What follows belongs to an exercise in optimizing a design on an open flow for small area, a short achievable clock period and few clock cycles; a production flow would make more cautious choices.
At most, simulation tests tie the RTL to the original design; equivalence was not proved.

==> nickel <==
// pipe_exe_md
module pipe_exe_md #(
  parameter logic [31:0] DIV0_LO = 32'hFFFFFFFF
) (
  input  logic        clock,
  input  logic        resetn,
  input  logic        ebubble,
  input  logic [3:0]  ealuc,
  input  logic        ealuimm,
  input  logic        eshift,
  input  logic        ejal,
  input  logic [3:0]  emd,
  input  logic [31:0] ea,
  input  logic [31:0] eb,
  input  logic [31:0] eimm,
  input  logic [31:0] esa,
  input  logic [31:0] epc4,
  input  logic [4:0]  ern0,
  output logic [31:0] ealu,
  output logic [4:0]  ern,
  output logic        md_stall
);
  localparam logic [3:0] MD_MULT  = 4'd1;
  localparam logic [3:0] MD_MULTU = 4'd2;
  localparam logic [3:0] MD_DIV   = 4'd3;
  localparam logic [3:0] MD_DIVU  = 4'd4;
  localparam logic [3:0] MD_MFHI  = 4'd5;
  localparam logic [3:0] MD_MFLO  = 4'd6;
  localparam logic [3:0] MD_MTHI  = 4'd7;
  localparam logic [3:0] MD_MTLO  = 4'd8;
  logic [31:0] hi_q, lo_q;
  logic        hx_q;          
  logic        bprev_q;       
  logic [32:0] d_q;           
  logic        busy_q;
  logic        mul_q;         
  logic        sgn_q;         
  logic        fix_q;         
  logic        fixing_q;      
  logic        negq_q, negr_q;
  logic [3:0]  cnt_q;         
  pem_alu u_alu (
    .ealuc(ealuc), .ealuimm(ealuimm), .eshift(eshift), .ejal(ejal), .emd(emd),
    .ea(ea), .eb(eb), .eimm(eimm), .esa(esa), .epc4(epc4), .ern0(ern0),
    .hi(hi_q), .lo(lo_q), .ealu(ealu), .ern(ern)
  );
  logic isMul, isDiv, isHL, start;
  assign isMul = !ebubble && (emd == MD_MULT || emd == MD_MULTU);
  assign isDiv = !ebubble && (emd == MD_DIV  || emd == MD_DIVU);
  assign isHL  = !ebubble && (emd == MD_MFHI || emd == MD_MFLO ||
                              emd == MD_MTHI || emd == MD_MTLO);
  assign md_stall = resetn && busy_q && isHL;
  ...
Settings: LEC_CHECK=0, ABC_AREA=1, CAP_MARGIN=10, CORE_MARGIN=2, CORE_UTILIZATION=40, SETUP_SLACK_MARGIN=2.0, SLEW_MARGIN=10, SYNTH_HIERARCHICAL=1, SYNTH_MINIMUM_KEEP_SIZE=800; clock period 9.0 ns.
standard.sh (not shown) runs the stock make flow with config.mk's settings and CLKGATE_MAP_FILE= SYNTH_SCRIPT=/design/flow/synth_recipe.tcl, a recipe that flattens the netlist after the stock synthesis.
==> flow/flow/run.sh <==
#!/bin/bash
# The standard layout, with two changes to how the layout is made:
#  - the port buffers are buf_2 cells instead of the slow delay buffer that
#    buffer_ports picks by default (every port still gets its own buffer);
#  - the resizer may change a cell's footprint when it sizes gates.
# Synthesis is the standard one, unchanged.
set -euo pipefail
export BUFFER_PORTS_ARGS="-buffer_cell sky130_fd_sc_hd__buf_2"
sed 's/CLKGATE_MAP_FILE= /CLKGATE_MAP_FILE= MATCH_CELL_FOOTPRINT=0 /' standard.sh > standard_fp.sh
grep -q 'MATCH_CELL_FOOTPRINT=0' standard_fp.sh
bash standard_fp.sh > standard_flow.log 2>&1
==> inputs of tundra, as changes to nickel <==
--- a/flow/design.v
+++ b/flow/design.v
@@ -35,17 +35,60 @@
   logic        mul_q;         
   logic        sgn_q;         
   logic        fix_q;         
   logic        fixing_q;      
   logic        negq_q, negr_q;
   logic [3:0]  cnt_q;         
-  pem_alu u_alu (
-    .ealuc(ealuc), .ealuimm(ealuimm), .eshift(eshift), .ejal(ejal), .emd(emd),
-    .ea(ea), .eb(eb), .eimm(eimm), .esa(esa), .epc4(epc4), .ern0(ern0),
-    .hi(hi_q), .lo(lo_q), .ealu(ealu), .ern(ern)
-  );
+  logic [31:0] aluA, aluB, aluRes;
+  assign aluA = eshift  ? esa  : ea;
+  assign aluB = ealuimm ? eimm : eb;
+  logic        aluSub;
+  logic [31:0] aluBx, aluSum;
+  logic [32:0] aluSumC;
+  assign aluSub  = (ealuc[2:0] == 3'b100);
+  assign aluBx   = aluB ^ {32{aluSub}};
+  assign aluSumC = {aluA, 1'b1} + {aluBx, aluSub};
+  assign aluSum  = aluSumC[32:1];
+  logic        shLeft, shFill;
+  logic [31:0] shIn, shOut, shRes;
+  logic [32:0] shWide;
+  assign shLeft = ~ealuc[2];
+  assign shFill = ealuc[2] & ealuc[3] & aluB[31];
+  always_comb begin
+    for (int i = 0; i < 32; i++) shIn[i] = shLeft ? aluB[31-i] : aluB[i];
+  end
+  assign shWide = 33'($signed({shFill, shIn}) >>> aluA[4:0]);
+  assign shOut  = shWide[31:0];
+  always_comb begin
+    for (int i = 0; i < 32; i++) shRes[i] = shLeft ? shOut[31-i] : shOut[i];
+  end
+  always_comb begin
+    aluRes = 32'd0;
+    case (ealuc[1:0])
+      2'b00: aluRes = aluSum;
+      2'b01: aluRes = ealuc[2] ? (aluA | aluBx) : (aluA & aluBx);
+      2'b10: aluRes = ealuc[2] ? {aluB[15:0], 16'd0} : (aluA ^ aluBx);
+      2'b11: aluRes = shRes;
+      default: aluRes = 32'd0;
+    endcase
+  end
+  logic [31:0] pc8;
+  pem_add #(30) u_pc8 (.a(epc4[31:2]), .b(30'd0), .cin(1'b1), .s(pc8[31:2]));
+  assign pc8[1:0] = epc4[1:0];
+  always_comb begin
+    ealu = aluRes;
+    ern  = ern0;
+    if (ejal) begin
+      ealu = pc8;
+      ern  = 5'd31;
+    end else if (emd == MD_MFHI) begin
+      ealu = hi_q;
+    end else if (emd == MD_MFLO) begin
+      ealu = lo_q;
+    end
+  end
   logic isMul, isDiv, isHL, start;
   assign isMul = !ebubble && (emd == MD_MULT || emd == MD_MULTU);
   assign isDiv = !ebubble && (emd == MD_DIV  || emd == MD_DIVU);
   assign isHL  = !ebubble && (emd == MD_MFHI || emd == MD_MFLO ||
                               emd == MD_MTHI || emd == MD_MTLO);
   assign md_stall = resetn && busy_q && isHL;
@@ -177,19 +220,19 @@
       mul_q    <= 1'b1;
       sgn_q    <= (emd == MD_MULT);
       fix_q    <= (emd == MD_MULTU) && eb[31];
       fixing_q <= 1'b0;
       cnt_q    <= 4'd3;
     end else if (isDiv) begin
-      busy_q   <= !divImm || aNeg;
+      busy_q   <= !divImm;
       mul_q    <= 1'b0;
       fix_q    <= aNeg || bNeg;
-      fixing_q <= divImm;
-      negq_q   <= !divImm && (aNeg ^ bNeg);
+      fixing_q <= 1'b0;
+      negq_q   <= aNeg ^ bNeg;
       negr_q   <= aNeg;
-      cnt_q    <= divImm ? 4'd0 : 4'(sh[5:1]);
+      cnt_q    <= 4'(sh[5:1]);
     end else if (busy_q) begin
       if (!lastCyc) begin
         cnt_q <= cnt_q - 4'd1;
       end else if (fix_q && !fixing_q) begin
         fixing_q <= 1'b1;
       end else begin
@@ -216,31 +259,35 @@
       bprev_q <= 1'b0;
     end else if (mulRun) begin
       hx_q    <= mSum[40];
       bprev_q <= lo_q[7];
     end
   end
-  logic selHiAbs, selHiKeep, selLoDz, selLoKeep, selLoEa;
+  logic selHiEa, selHiAbs, selHiHold, selLoDz, selLoHold, selLoEa;
   logic [31:0] hiD, loD;
-  assign selHiAbs  = isDiv | writeHi;
-  assign selHiKeep = divFix | (!isMul & !isDiv & !busy_q & !writeHi);
+  assign selHiEa   = (isDiv & divImm) | writeHi;
+  assign selHiAbs  = isDiv & !divImm;
+  assign selHiHold = !isMul & !isDiv & !busy_q & !writeHi;
   assign selLoDz   = isDiv & bZero;
   assign selLoEa   = writeLo;
-  assign selLoKeep = divFix | (!isMul & !isDiv & (mulFix | (!busy_q & !writeLo)));
+  assign selLoHold = !isMul & !isDiv & (mulFix | (!busy_q & !writeLo));
   always_comb begin
-    hiD = ({32{selHiAbs}}  & absA)
+    hiD = ({32{selHiEa}}   & ea)
+        | ({32{selHiAbs}}  & absA)
         | ({32{mulRun}}    & mSum[39:8])
         | ({32{mulFix}}    & mSum[31:0])
         | ({32{divRun}}    & r2)
-        | ({32{selHiKeep}} & cneg32(hi_q, divFix & negr_q));
+        | ({32{divFix}}    & cneg32(hi_q, negr_q))
+        | ({32{selHiHold}} & hi_q);
     loD = ({32{isMul}}     & eb)
         | ({32{selLoDz}}   & DIV0_LO)
         | ({32{mulRun}}    & {mSum[7:0], lo_q[31:8]})
         | ({32{divRun}}    & {lo_q[29:0], q1, q2})
+        | ({32{divFix}}    & cneg32(lo_q, negq_q))
         | ({32{selLoEa}}   & ea)
-        | ({32{selLoKeep}} & cneg32(lo_q, divFix & negq_q));
+        | ({32{selLoHold}} & lo_q);
   end
   always_ff @(posedge clock or negedge resetn) begin
     if (!resetn) begin
       hi_q <= 32'd0;
       lo_q <= 32'd0;
     end else begin
@@ -277,99 +324,6 @@
       end
     end
     s[0] = p[0] ^ cin;
     for (int i = 1; i < N; i++) s[i] = p[i] ^ gg[i-1];
   end
 endmodule
-module pem_ks32 (
-  input  logic [31:0] a,
-  input  logic [31:0] b,
-  input  logic        cin,
-  output logic [31:0] s,
-  output logic [31:0] p,
-  output logic [31:0] g
-);
-  logic [31:0] gg, pp, gn, pn;
-  always_comb begin
-    p = a ^ b;
-    g = a & b;
-    gg = g;
-    pp = p;
-    gg[0] = g[0] | (p[0] & cin);
-    for (int d = 1; d < 32; d = d * 2) begin
-      gn = gg;
-      pn = pp;
-      for (int i = d; i < 32; i++) begin
-        gn[i] = gg[i] | (pp[i] & gg[i-d]);
-        pn[i] = pp[i] & pp[i-d];
-      end
-      gg = gn;
-      pp = pn;
-    end
-    s[0] = p[0] ^ cin;
-    for (int i = 1; i < 32; i++) s[i] = p[i] ^ gg[i-1];
-  end
-endmodule
-module pem_alu (
-  input  logic [3:0]  ealuc,
-  input  logic        ealuimm,
-  input  logic        eshift,
-  input  logic        ejal,
-  input  logic [3:0]  emd,
-  input  logic [31:0] ea,
-  input  logic [31:0] eb,
-  input  logic [31:0] eimm,
-  input  logic [31:0] esa,
-  input  logic [31:0] epc4,
-  input  logic [4:0]  ern0,
-  input  logic [31:0] hi,
-  input  logic [31:0] lo,
-  output logic [31:0] ealu,
-  output logic [4:0]  ern
-);
-  logic [31:0] aluA, aluB, aluRes;
-  assign aluA = eshift  ? esa  : ea;
-  assign aluB = ealuimm ? eimm : eb;
-  logic        aluSub;
-  logic [31:0] aluBx, aluSum, aluP, aluG;
-  assign aluSub  = (ealuc[2:0] == 3'b100);
-  assign aluBx   = aluB ^ {32{aluSub}};
-  pem_ks32 u_alu_add (.a(aluA), .b(aluBx), .cin(aluSub), .s(aluSum), .p(aluP), .g(aluG));
-  logic        shLeft, shFill;
-  logic [31:0] shIn, shOut, shRes;
-  logic [32:0] shWide;
-  assign shLeft = ~ealuc[2];
-  assign shFill = ealuc[2] & ealuc[3] & aluB[31];
-  always_comb begin
-    for (int i = 0; i < 32; i++) shIn[i] = shLeft ? aluB[31-i] : aluB[i];
-  end
-  assign shWide = 33'($signed({shFill, shIn}) >>> aluA[4:0]);
-  assign shOut  = shWide[31:0];
-  always_comb begin
-    for (int i = 0; i < 32; i++) shRes[i] = shLeft ? shOut[31-i] : shOut[i];
-  end
-  always_comb begin
-    aluRes = 32'd0;
-    case (ealuc[1:0])
-      2'b00: aluRes = aluSum;
-      2'b01: aluRes = ealuc[2] ? (aluP | aluG) : aluG;
-      2'b10: aluRes = ealuc[2] ? {aluB[15:0], 16'd0} : aluP;
-      2'b11: aluRes = shRes;
-      default: aluRes = 32'd0;
-    endcase
-  end
-  logic [31:0] pc8;
-  pem_add #(30) u_pc8 (.a(epc4[31:2]), .b(30'd0), .cin(1'b1), .s(pc8[31:2]));
-  assign pc8[1:0] = epc4[1:0];
-  always_comb begin
-    ealu = aluRes;
-    ern  = ern0;
-    if (ejal) begin
-      ealu = pc8;
-      ern  = 5'd31;
-    end else if (emd == 4'd5) begin
-      ealu = hi;
-    end else if (emd == 4'd6) begin
-      ealu = lo;
-    end
-  end
-endmodule
==> flow/flow/run.sh (replaced) <==
#!/bin/bash
set -euo pipefail
export BUFFER_PORTS_ARGS="-buffer_cell sky130_fd_sc_hd__buf_2"
bash standard.sh > standard_flow.log 2>&1
- CAP_MARGIN: 10 -> 20
- SETUP_SLACK_MARGIN: 2.0 -> 1.5
- SLEW_MARGIN: 10 -> 20
- SYNTH_HIERARCHICAL: 1 -> unset
- SYNTH_MINIMUM_KEEP_SIZE: 800 -> unset
==> impl_metrics.yaml <==
outcome:
  status: "timing/DRC/antenna clean"
floorplanning:
  die_h_microns: 276
synth:
  synth_common_cells: "nand2_1 (974), inv_1 (632), nand3_1 (609)"
cells_and_area:
  n_all_buffers: 409
  final_cell_mix: "nand2_1 (903), inv_1 (611), nand3_1 (588)"
critical_path:
  path_common_cell: "nand2_2"
global_routing:
  grt_pass1_vias: 32700
  grt_use_met2_pct: 57.1
(the above is from nickel)
==> impl_metrics.yaml <==
synth:
  synth_flop_cell: "dfrtp_1"
global_routing:
  grt_pass1_vias: 30800
  grt_use_met2_pct: 56.1
drt:
  detail_route.first_pass.iterations: 9
clock_tree:
  cts_resized: 131
floorplanning:
  io-pin-count: 217
  taps: 940
outcome:
  status: "timing/DRC/antenna clean"
cells_and_area:
  final_cell_mix: "nand2_1 (802), inv_1 (482), o21ai_0 (368)"
hold_path:
  worstHoldEndpoint: "d_q[32]"
(the above is from tundra)
Testbench counts of tundra, summed over its fixed seeds: cycles 31,550.
The RTL of nickel was laid out without a check of its function.

==> what the ideal ports hide <==
The flow's constraints put no driver on any port. The routed layouts listed below were extracted and timed again, unchanged, in two steps.
Step 1 assumes that a clkbuf_16 drives the clock port and a buf_2 every other input.
Step 2, shift: input delay + t, output delay - t, t = (earliest + latest rising clock arrival at the registers) / 2. This alone moves slack from input paths to output paths.
Three values: no drivers, after step 1, after step 2; two values: the first two.
| run | shift t [ns] | slack for setup (ns) | slew at the worst register clock pin (ns) |
|---|---|---|---|
| nickel | 0.456 | 1.896 / 1.896 / 1.601 | 0.09 / 0.09 |
| tundra | 0.443 | 1.402 / 1.355 / 1.355 | 0.09 / 0.09 |
After both steps every run listed still meets setup and hold. The setup slack of nickel, which loses most, moves by 0.000 ns with the drivers and by -0.295 ns with both steps.
